This is an optimization exercise on Yosys and OpenROAD, whose aim is small area, not a production implementation. The RTL was checked by simulation tests, not by an equivalence proof against the original design. No activity file was given, so power comes from the tool's default toggle rates. The flow treats the clock pin as an ideal source, which a real chip does not have.

==> cedar: inputs <==
Design dmem_responder, start of the top module:
module dmem_responder
#(
  parameter int DEPTH   = DEPTH_DEF,
  parameter int LATENCY = LATENCY_DEF
) (
  input  logic        clk,
  input  logic        rst_n,
  input  logic        req_valid,
  output logic        req_ready,
  input  logic        req_write,
  input  logic [31:0] req_addr,
  input  logic [31:0] req_wdata,
  output logic        rsp_valid,
  input  logic        rsp_ready,
  output logic [31:0] rsp_rdata,
  output logic        rsp_err
);
==> module dmem_array, before the edit <==
module dmem_array
#(
  parameter int DEPTH = DEPTH_DEF
) (
  input  logic        clk,
  input  logic        we,
  input  logic        clr,
  input  logic [31:0] wdata,
  output logic [31:0] tail
);
  logic [DEPTH-1:0][31:0] ring;
  always_ff @(posedge clk) begin
    ring <= {ring[DEPTH-2:0], we ? wdata : (clr ? 32'd0 : ring[DEPTH-1])};
  end
  assign tail = ring[DEPTH-1];
endmodule
==> module dmem_responder, before the edit <==
module dmem_responder
#(
  parameter int DEPTH   = DEPTH_DEF,
  parameter int LATENCY = LATENCY_DEF
) (
  input  logic        clk,
  input  logic        rst_n,
  input  logic        req_valid,
  output logic        req_ready,
  input  logic        req_write,
  input  logic [31:0] req_addr,
  input  logic [31:0] req_wdata,
  output logic        rsp_valid,
  input  logic        rsp_ready,
  output logic [31:0] rsp_rdata,
  output logic        rsp_err
);
  logic [5:0]  cnt;
  logic        clr;
  logic        vldQ;
  logic        errQ;
  logic [31:0] rdataQ;
  logic [31:0] tail;
  logic        reqErr;
  logic        hit;
  logic        accept;
  logic        memWe;
  assign reqErr    = dmem_responder_pkg::addrErr(req_addr);
  assign hit       = (req_addr[7:2] == cnt);
  assign req_ready = (!vldQ || rsp_ready) && (reqErr || hit);
  assign accept    = req_valid && req_ready;
  assign memWe     = accept && req_write && !reqErr;
  dmem_array #(.DEPTH(DEPTH)) u_array (
    .clk   (clk),
    .we    (memWe),
    .clr   (clr),
    .wdata (req_wdata),
    .tail  (tail)
  );
  always_ff @(posedge clk or negedge rst_n) begin
    if (!rst_n) begin
      cnt  <= '0;
      clr  <= 1'b1;
      vldQ <= 1'b0;
    end else begin
      cnt <= cnt + 1'b1;
      if (cnt == 6'd63) clr <= 1'b0;
      if (accept) vldQ <= 1'b1;
      else if (rsp_ready) vldQ <= 1'b0;
    end
  end
  always_ff @(posedge clk) begin
    if (accept) begin
      rdataQ <= (req_write || reqErr || clr) ? 32'd0 : tail;
      errQ   <= reqErr;
    end
  end
  assign rsp_valid = vldQ;
  assign rsp_rdata = rdataQ;
  assign rsp_err   = errQ;
endmodule
clock: 8.0 ns
lec_check: 0
cap_margin: 20
core_margin: 2
core_utilization: 40
slew_margin: 20
run.sh (not shown) runs the stock make flow with config.mk's settings and CLKGATE_MAP_FILE= SYNTH_SCRIPT=/design/flow/synth_recipe.tcl, a recipe that flattens the netlist after the stock synthesis.
==> fjord (differences from cedar) <==
--- a/flow/design.v
+++ b/flow/design.v
@@ -16,11 +16,13 @@
   input  logic [31:0] wdata,
   output logic [31:0] tail
 );
-  logic [DEPTH-1:0][31:0] ring;
+  logic [DEPTH-1:0][31:0] ringN;
+  logic [31:0]            headN;
+  assign headN = we ? ~wdata : (ringN[DEPTH-1] | {32{clr}});
   always_ff @(posedge clk) begin
-    ring <= {ring[DEPTH-2:0], we ? wdata : (clr ? 32'd0 : ring[DEPTH-1])};
+    ringN <= {ringN[DEPTH-2:0], headN};
   end
-  assign tail = ring[DEPTH-1];
+  assign tail = ~ringN[DEPTH-1];
 endmodule
 import dmem_responder_pkg::*;
 module dmem_responder
@@ -50,6 +52,7 @@
   logic        hit;
   logic        accept;
   logic        memWe;
+  logic        load;
   assign reqErr    = dmem_responder_pkg::addrErr(req_addr);
   assign hit       = (req_addr[7:2] == cnt);
   assign req_ready = (!vldQ || rsp_ready) && (reqErr || hit);
@@ -74,11 +77,10 @@
       else if (rsp_ready) vldQ <= 1'b0;
     end
   end
+  assign load = accept && !req_write && !reqErr && !clr;
   always_ff @(posedge clk) begin
-    if (accept) begin
-      rdataQ <= (req_write || reqErr || clr) ? 32'd0 : tail;
-      errQ   <= reqErr;
-    end
+    rdataQ <= (tail & {32{load}}) | (rdataQ & {32{!accept}});
+    errQ   <= (reqErr && accept) || (errQ && !accept);
   end
   assign rsp_valid = vldQ;
   assign rsp_rdata = rdataQ;
==> flow/flow/run.sh (new file) <==
#!/bin/bash
# Own layout flow: the standard layout (standard.sh) with two changes:
# the port buffers use the smallest buffer cell (buf_1), and clock-tree
# synthesis inserts no dummy loads and uses larger sink clusters.
# make's output goes to standard.log here; each ORFS step's full log is
# copied from orfs/logs/ into this folder as step_<name>.log.
set -uo pipefail
export BUFFER_PORTS_ARGS="-buffer_cell sky130_fd_sc_hd__buf_1"
export CTS_ARGS="-sink_clustering_enable -repair_clock_nets -dont_use_dummy_load -sink_clustering_size 37 -sink_clustering_max_diameter 90"
bash standard.sh > standard.log 2>&1
status=$?
for f in orfs/logs/*/*/*/*.log; do
  [[ -f "$f" ]] && cp "$f" "step_$(basename "$f")"
done
exit $status
==> flow/standard.sh (new file) <==
#!/bin/bash
# synth_recipe.tcl (not shown) runs the flow's synth.tcl, then flattens the netlist and writes it again
# the make line also repeats each setting of config.mk as NAME=value (left out here)
make -C /OpenROAD-flow-scripts/flow DESIGN_CONFIG=/design/flow/config.mk WORK_HOME=/design/flow/orfs CLKGATE_MAP_FILE= SYNTH_SCRIPT=/design/flow/synth_recipe.tcl "${@:-finish}"
--- a/flow/config.mk
+++ b/flow/config.mk
@@ -7,5 +7,6 @@
 export LEC_CHECK = 0
 export CAP_MARGIN = 20
 export CORE_MARGIN = 2
-export CORE_UTILIZATION = 40
+export CORE_UTILIZATION = 70
+export PLACE_DENSITY = 0.75
 export SLEW_MARGIN = 20
removed: flow/run.sh
==> comparison table <==
Status: cedar timing/DRC/antenna clean; fjord timing/DRC/antenna clean
Chip Width: cedar 333.4 um; fjord 251.8 um
Antenna violations before repair: cedar 3; fjord 0
Post-synthesis cell count: cedar 2233; fjord 2240
Final core utilization: cedar 48.66%; fjord 75.87%
Register-to-register setup slack: cedar 5.26 ns; fjord 5.72 ns
DPL Wire Length: cedar 22520 um; fjord 23350 um
Fraction of power consumed by combinational cells: cedar 0.3%; fjord 0.2%
Met1 capacity usage during global routing: cedar 13.10%; fjord 24.15%
Adder and majority gate portion of the synthesized area: cedar 0.02883%; fjord 0.02911%
Post-DR vias/cell: cedar 3.681; fjord 4.374
Total length of routed met2 wires: cedar 18410 um; fjord 19890 um
Wirelength, routed: cedar 48380 um; fjord 48230 um
Delay of the slowest critical-path stage: cedar 0.55 ns; fjord 0.28 ns
Area used by sequential logic in the layout: cedar 42190 um^2; fjord 41870 um^2
Number of cells in the finished layout apart from fillers: cedar 4058; fjord 3181
Sum of routed wire segments on met1: cedar 25770 um; fjord 25750 um
Iteration-0 DRC count of the detailed router: cedar 553; fjord 686
Total power density per cell area: cedar 365.0 nW/um^2; fjord 318.5 nW/um^2
Share of post-route cells with drive strength above 1: cedar 12.09%; fjord 3.293%
Met3 layer wire length in the routed design: cedar 2614 um; fjord 1435 um
Number of global-route vias before repair: cedar 15.78k; fjord 14.60k
Bufs and invs on worst path: cedar 2; fjord 3

---

==> run a <==
dmem_responder, a different RTL version from the one above (not shown whole).
Design dmem_responder, start of the top module:
module dmem_responder
#(
  parameter int DEPTH   = DEPTH_DEF,
  parameter int LATENCY = LATENCY_DEF
) (
  input  logic        clk,
  input  logic        rst_n,
  input  logic        req_valid,
  output logic        req_ready,
  input  logic        req_write,
  input  logic [31:0] req_addr,
  input  logic [31:0] req_wdata,
  output logic        rsp_valid,
  input  logic        rsp_ready,
  output logic [31:0] rsp_rdata,
  output logic        rsp_err
);
  logic [5:0]  cnt;
  logic        clr;
  logic        vldQ;
  logic        errQ;
  logic [31:0] rdataQ;
  logic        reqErr;
  logic        hit;
  logic        accept;
  logic        memWe;
  logic        load;
  logic        keep;
  assign reqErr    = dmem_responder_pkg::addrErr(req_addr);
  assign hit       = (req_addr[7:2] == cnt);
  assign req_ready = (!vldQ || rsp_ready) && (reqErr || hit);
  assign accept    = req_valid && req_ready;
  assign memWe     = accept && req_write && !reqErr;
  assign keep      = !memWe && !clr;
  dmem_array #(.DEPTH(DEPTH)) u_array (
    .clk   (clk),
    .we    (memWe),
    .keep  (keep),
    .wdata (req_wdata),
    .load  (load),
    .hold  (!accept),
    .rdata (rdataQ)
  );
  always_ff @(posedge clk or negedge rst_n) begin
    if (!rst_n) begin
      cnt  <= '0;
      clr  <= 1'b1;
      vldQ <= 1'b0;
    end else begin
      cnt <= cnt + 1'b1;
      if (cnt == 6'd63) clr <= 1'b0;
      if (accept) vldQ <= 1'b1;
      else if (rsp_ready) vldQ <= 1'b0;
    end
  end
  assign load = accept && !req_write && !reqErr && !clr;
  always_ff @(posedge clk) begin
    errQ   <= (reqErr && accept) || (errQ && !accept);
  end
  assign rsp_valid = vldQ;
  assign rsp_rdata = rdataQ;
  assign rsp_err   = errQ;
endmodule
==> module dmem_array, before the edit <==
module dmem_array
#(
  parameter int DEPTH = DEPTH_DEF
) (
  input  logic        clk,
  input  logic        we,
  input  logic        keep,
  input  logic [31:0] wdata,
  input  logic        load,
  input  logic        hold,
  output logic [31:0] rdata
);
  logic [DEPTH-1:0][31:0] ring;
  logic [31:0]            head;
  assign head = (wdata & {32{we}}) | (ring[DEPTH-1] & {32{keep}});
  always_ff @(posedge clk) begin
    ring <= {ring[DEPTH-2:0], head};
  end
  always_ff @(posedge clk) begin
    rdata <= (ring[DEPTH-1] & {32{load}}) | (rdata & {32{hold}});
  end
endmodule
==> module dmem_responder, before the edit <==
module dmem_responder
#(
  parameter int DEPTH   = DEPTH_DEF,
  parameter int LATENCY = LATENCY_DEF
) (
  input  logic        clk,
  input  logic        rst_n,
  input  logic        req_valid,
  output logic        req_ready,
  input  logic        req_write,
  input  logic [31:0] req_addr,
  input  logic [31:0] req_wdata,
  output logic        rsp_valid,
  input  logic        rsp_ready,
  output logic [31:0] rsp_rdata,
  output logic        rsp_err
);
  logic [5:0]  cnt;
  logic        clr;
  logic        vldQ;
  logic        errQ;
  logic [31:0] rdataQ;
  logic        reqErr;
  logic        hit;
  logic        accept;
  logic        memWe;
  logic        load;
  logic        keep;
  assign reqErr    = dmem_responder_pkg::addrErr(req_addr);
  assign hit       = (req_addr[7:2] == cnt);
  assign req_ready = (!vldQ || rsp_ready) && (reqErr || hit);
  assign accept    = req_valid && req_ready;
  assign memWe     = accept && req_write && !reqErr;
  assign keep      = !memWe && !clr;
  dmem_array #(.DEPTH(DEPTH)) u_array (
    .clk   (clk),
    .we    (memWe),
    .keep  (keep),
    .wdata (req_wdata),
    .load  (load),
    .hold  (!accept),
    .rdata (rdataQ)
  );
  always_ff @(posedge clk or negedge rst_n) begin
    if (!rst_n) begin
      cnt  <= '0;
      clr  <= 1'b1;
      vldQ <= 1'b0;
    end else begin
      cnt <= cnt + 1'b1;
      if (cnt == 6'd63) clr <= 1'b0;
      if (accept) vldQ <= 1'b1;
      else if (rsp_ready) vldQ <= 1'b0;
    end
  end
  assign load = accept && !req_write && !reqErr && !clr;
  always_ff @(posedge clk) begin
    errQ   <= (reqErr && accept) || (errQ && !accept);
  end
  assign rsp_valid = vldQ;
  assign rsp_rdata = rdataQ;
  assign rsp_err   = errQ;
endmodule
Settings: LEC_CHECK=0, CAP_MARGIN=20, CORE_MARGIN=2, CORE_UTILIZATION=70, PLACE_DENSITY=0.75, SLEW_MARGIN=20, SYNTH_HIERARCHICAL=1; clock period 8.0 ns.
standard.sh (not shown) runs the stock make flow with config.mk's settings and CLKGATE_MAP_FILE= SYNTH_SCRIPT=/design/flow/synth_recipe.tcl, a recipe that flattens the netlist after the stock synthesis.
==> flow/flow/run.sh <==
#!/bin/bash
# Own layout flow: the standard layout (standard.sh) with two changes:
# the port buffers use the smallest buffer cell (buf_1), and clock-tree
# synthesis inserts no dummy loads and uses larger sink clusters.
# make's output goes to standard.log here; each ORFS step's full log is
# copied from orfs/logs/ into this folder as step_<name>.log.
set -uo pipefail
export BUFFER_PORTS_ARGS="-buffer_cell sky130_fd_sc_hd__buf_1"
export CTS_ARGS="-sink_clustering_enable -repair_clock_nets -dont_use_dummy_load -buf_list sky130_fd_sc_hd__buf_4 -sink_clustering_size 14 -sink_clustering_max_diameter 45"
bash standard.sh > standard.log 2>&1
status=$?
for f in orfs/logs/*/*/*/*.log; do
  [[ -f "$f" ]] && cp "$f" "step_$(basename "$f")"
done
exit $status
==> run b (differences from run a) <==
--- a/flow/design.v
+++ b/flow/design.v
@@ -14,7 +14,5 @@
   input  logic        we,
-  input  logic        keep,
+  input  logic        clr,
   input  logic [31:0] wdata,
-  input  logic        load,
-  input  logic        hold,
-  output logic [31:0] rdata
+  output logic [31:0] tail
 );
@@ -22,2 +20,4 @@
   logic [31:0]            head;
+  logic                   keep;
+  assign keep = !we && !clr;
   assign head = (wdata & {32{we}}) | (ring[DEPTH-1] & {32{keep}});
@@ -26,5 +26,3 @@
   end
-  always_ff @(posedge clk) begin
-    rdata <= (ring[DEPTH-1] & {32{load}}) | (rdata & {32{hold}});
-  end
+  assign tail = ring[DEPTH-1];
 endmodule
@@ -53,2 +51,3 @@
   logic [31:0] rdataQ;
+  logic [31:0] tail;
   logic        reqErr;
@@ -58,3 +57,2 @@
   logic        load;
-  logic        keep;
   assign reqErr    = dmem_responder_pkg::addrErr(req_addr);
@@ -64,3 +62,2 @@
   assign memWe     = accept && req_write && !reqErr;
-  assign keep      = !memWe && !clr;
   dmem_array #(.DEPTH(DEPTH)) u_array (
@@ -68,7 +65,5 @@
     .we    (memWe),
-    .keep  (keep),
+    .clr   (clr),
     .wdata (req_wdata),
-    .load  (load),
-    .hold  (!accept),
-    .rdata (rdataQ)
+    .tail  (tail)
   );
@@ -88,2 +83,3 @@
   always_ff @(posedge clk) begin
+    rdataQ <= (tail & {32{load}}) | (rdataQ & {32{!accept}});
     errQ   <= (reqErr && accept) || (errQ && !accept);
==> flow/run.sh (new file) <==
#!/bin/bash
# synth_recipe.tcl (not shown) runs the flow's synth.tcl, then flattens the netlist and writes it again
# the make line also repeats each setting of config.mk as NAME=value (left out here)
make -C /OpenROAD-flow-scripts/flow DESIGN_CONFIG=/design/flow/config.mk WORK_HOME=/design/flow/orfs CLKGATE_MAP_FILE= SYNTH_SCRIPT=/design/flow/synth_recipe.tcl finish
Settings changed: ABC_AREA set to 1, CORE_UTILIZATION 70 to 85, CTS_CLUSTER_DIAMETER set to 60, CTS_CLUSTER_SIZE set to 40, PLACE_DENSITY 0.75 to 0.9, SYNTH_HIERARCHICAL 1 to not set.
removed: flow/flow/run.sh
removed: flow/standard.sh
==> run c (differences from run a) <==
--- a/flow/design.v
+++ b/flow/design.v
@@ -14,17 +14,13 @@
   input  logic        we,
-  input  logic        keep,
+  input  logic        clr,
   input  logic [31:0] wdata,
-  input  logic        load,
-  input  logic        hold,
-  output logic [31:0] rdata
+  output logic [31:0] tail
 );
-  logic [DEPTH-1:0][31:0] ring;
-  logic [31:0]            head;
-  assign head = (wdata & {32{we}}) | (ring[DEPTH-1] & {32{keep}});
+  logic [DEPTH-1:0][31:0] ringN;
+  logic [31:0]            headN;
+  assign headN = we ? ~wdata : (ringN[DEPTH-1] | {32{clr}});
   always_ff @(posedge clk) begin
-    ring <= {ring[DEPTH-2:0], head};
+    ringN <= {ringN[DEPTH-2:0], headN};
   end
-  always_ff @(posedge clk) begin
-    rdata <= (ring[DEPTH-1] & {32{load}}) | (rdata & {32{hold}});
-  end
+  assign tail = ~ringN[DEPTH-1];
 endmodule
@@ -53,2 +49,3 @@
   logic [31:0] rdataQ;
+  logic [31:0] tail;
   logic        reqErr;
@@ -58,3 +55,2 @@
   logic        load;
-  logic        keep;
   assign reqErr    = dmem_responder_pkg::addrErr(req_addr);
@@ -64,3 +60,2 @@
   assign memWe     = accept && req_write && !reqErr;
-  assign keep      = !memWe && !clr;
   dmem_array #(.DEPTH(DEPTH)) u_array (
@@ -68,7 +63,5 @@
     .we    (memWe),
-    .keep  (keep),
+    .clr   (clr),
     .wdata (req_wdata),
-    .load  (load),
-    .hold  (!accept),
-    .rdata (rdataQ)
+    .tail  (tail)
   );
@@ -88,2 +81,3 @@
   always_ff @(posedge clk) begin
+    rdataQ <= (tail & {32{load}}) | (rdataQ & {32{!accept}});
     errQ   <= (reqErr && accept) || (errQ && !accept);
--- a/flow/flow/run.sh
+++ b/flow/flow/run.sh
@@ -8,3 +8,3 @@
 export BUFFER_PORTS_ARGS="-buffer_cell sky130_fd_sc_hd__buf_1"
-export CTS_ARGS="-sink_clustering_enable -repair_clock_nets -dont_use_dummy_load -buf_list sky130_fd_sc_hd__buf_4 -sink_clustering_size 14 -sink_clustering_max_diameter 45"
+export CTS_ARGS="-sink_clustering_enable -repair_clock_nets -dont_use_dummy_load -buf_list sky130_fd_sc_hd__clkbuf_4 -sink_clustering_size 12 -sink_clustering_max_diameter 40"
 bash standard.sh > standard.log 2>&1
Settings changed: SYNTH_HIERARCHICAL 1 to not set.
==> qor summary <==
| metric | run c | run a | run b |
|---|---|---|---|
| Status | timing/DRC/antenna clean | timing/DRC/antenna clean | aborted with a tool error |
| Last stage reached | - | - | 3_5_place_dp |
| Multi-input gate area in the final layout | 1020 sq um | 860 sq um | - |
| Max-capacitance violation count | 0 | 0 | - |
| Post-synthesis mux area share | 0.00745 | 0 | 0 |
| First-iteration detailed-routing DRC count | 571 | 564 | - |
| Multi-input gate share of total cell area | 0.0224 | 0.0189 | - |
| Fraction of the yosys area taken by sequential cells | 0.974 | 0.977 | 0.966 |
| Cell repeated most along the worst path | buf_1 | buf_1 | - |
| Cell count after synthesis | 2240 | 2210 | 2396 |
| Setup repair after global routing missed its margin | no | no | - |
| Inverters excl. clock | 4 | 4 | - |
| Number of antenna violations at the first check in global routing | 3 | 8 | - |
| Power, Total | 0.0142 W | 0.0142 W | - |
| Postcts setup bufs | 0 | 0 | - |
| Count of endpoints failing setup in the final report | 0 | 0 | - |
| Setup TNS | 0 ns | 0 ns | - |
| Power dissipated by switching net loads | 0.00272 W | 0.00269 W | - |
| Worst setup EP type | primary output | primary output | - |
| Pleak | 18.5 nW | 18.1 nW | - |

==> separate check: timing with driven ports <==
No port has a modelled driver above. Below, the same layouts with a new extraction and two added sets of constraints.
Step 1 sets driving cells, clkbuf_16 on the clock port and buf_2 on the other inputs (assumed; they add their load-dependent delay and slew).
Step 2 adds t to the input delays and takes it off the output delays; t is the mean of the earliest and latest rising clock arrival at the registers after step 1. Input paths then give back, and output paths get back, about the clock's delay inside the block.
a / b / c = ideal / step 1 / step 2; a / b = the first two.
run | t (ns) | setup slack, ns | worst hold slack (ns)
cedar | 0.805 | 2.646 / 2.622 / 2.622 | 0.314 / 0.314 / 0.314
fjord | 0.670 | 3.693 / 3.671 / 3.671 | 0.280 / 0.280 / 0.280
run a | 0.899 | 3.476 / 3.455 / 3.455 | 0.247 / 0.247 / 0.247
run c | 1.034 | 3.692 / 3.670 / 3.670 | 0.291 / 0.291 / 0.291
After both steps every run listed still meets setup and hold. For cedar, which loses most, drivers alone change the setup slack by -0.024 ns; drivers and shift together by -0.024 ns.
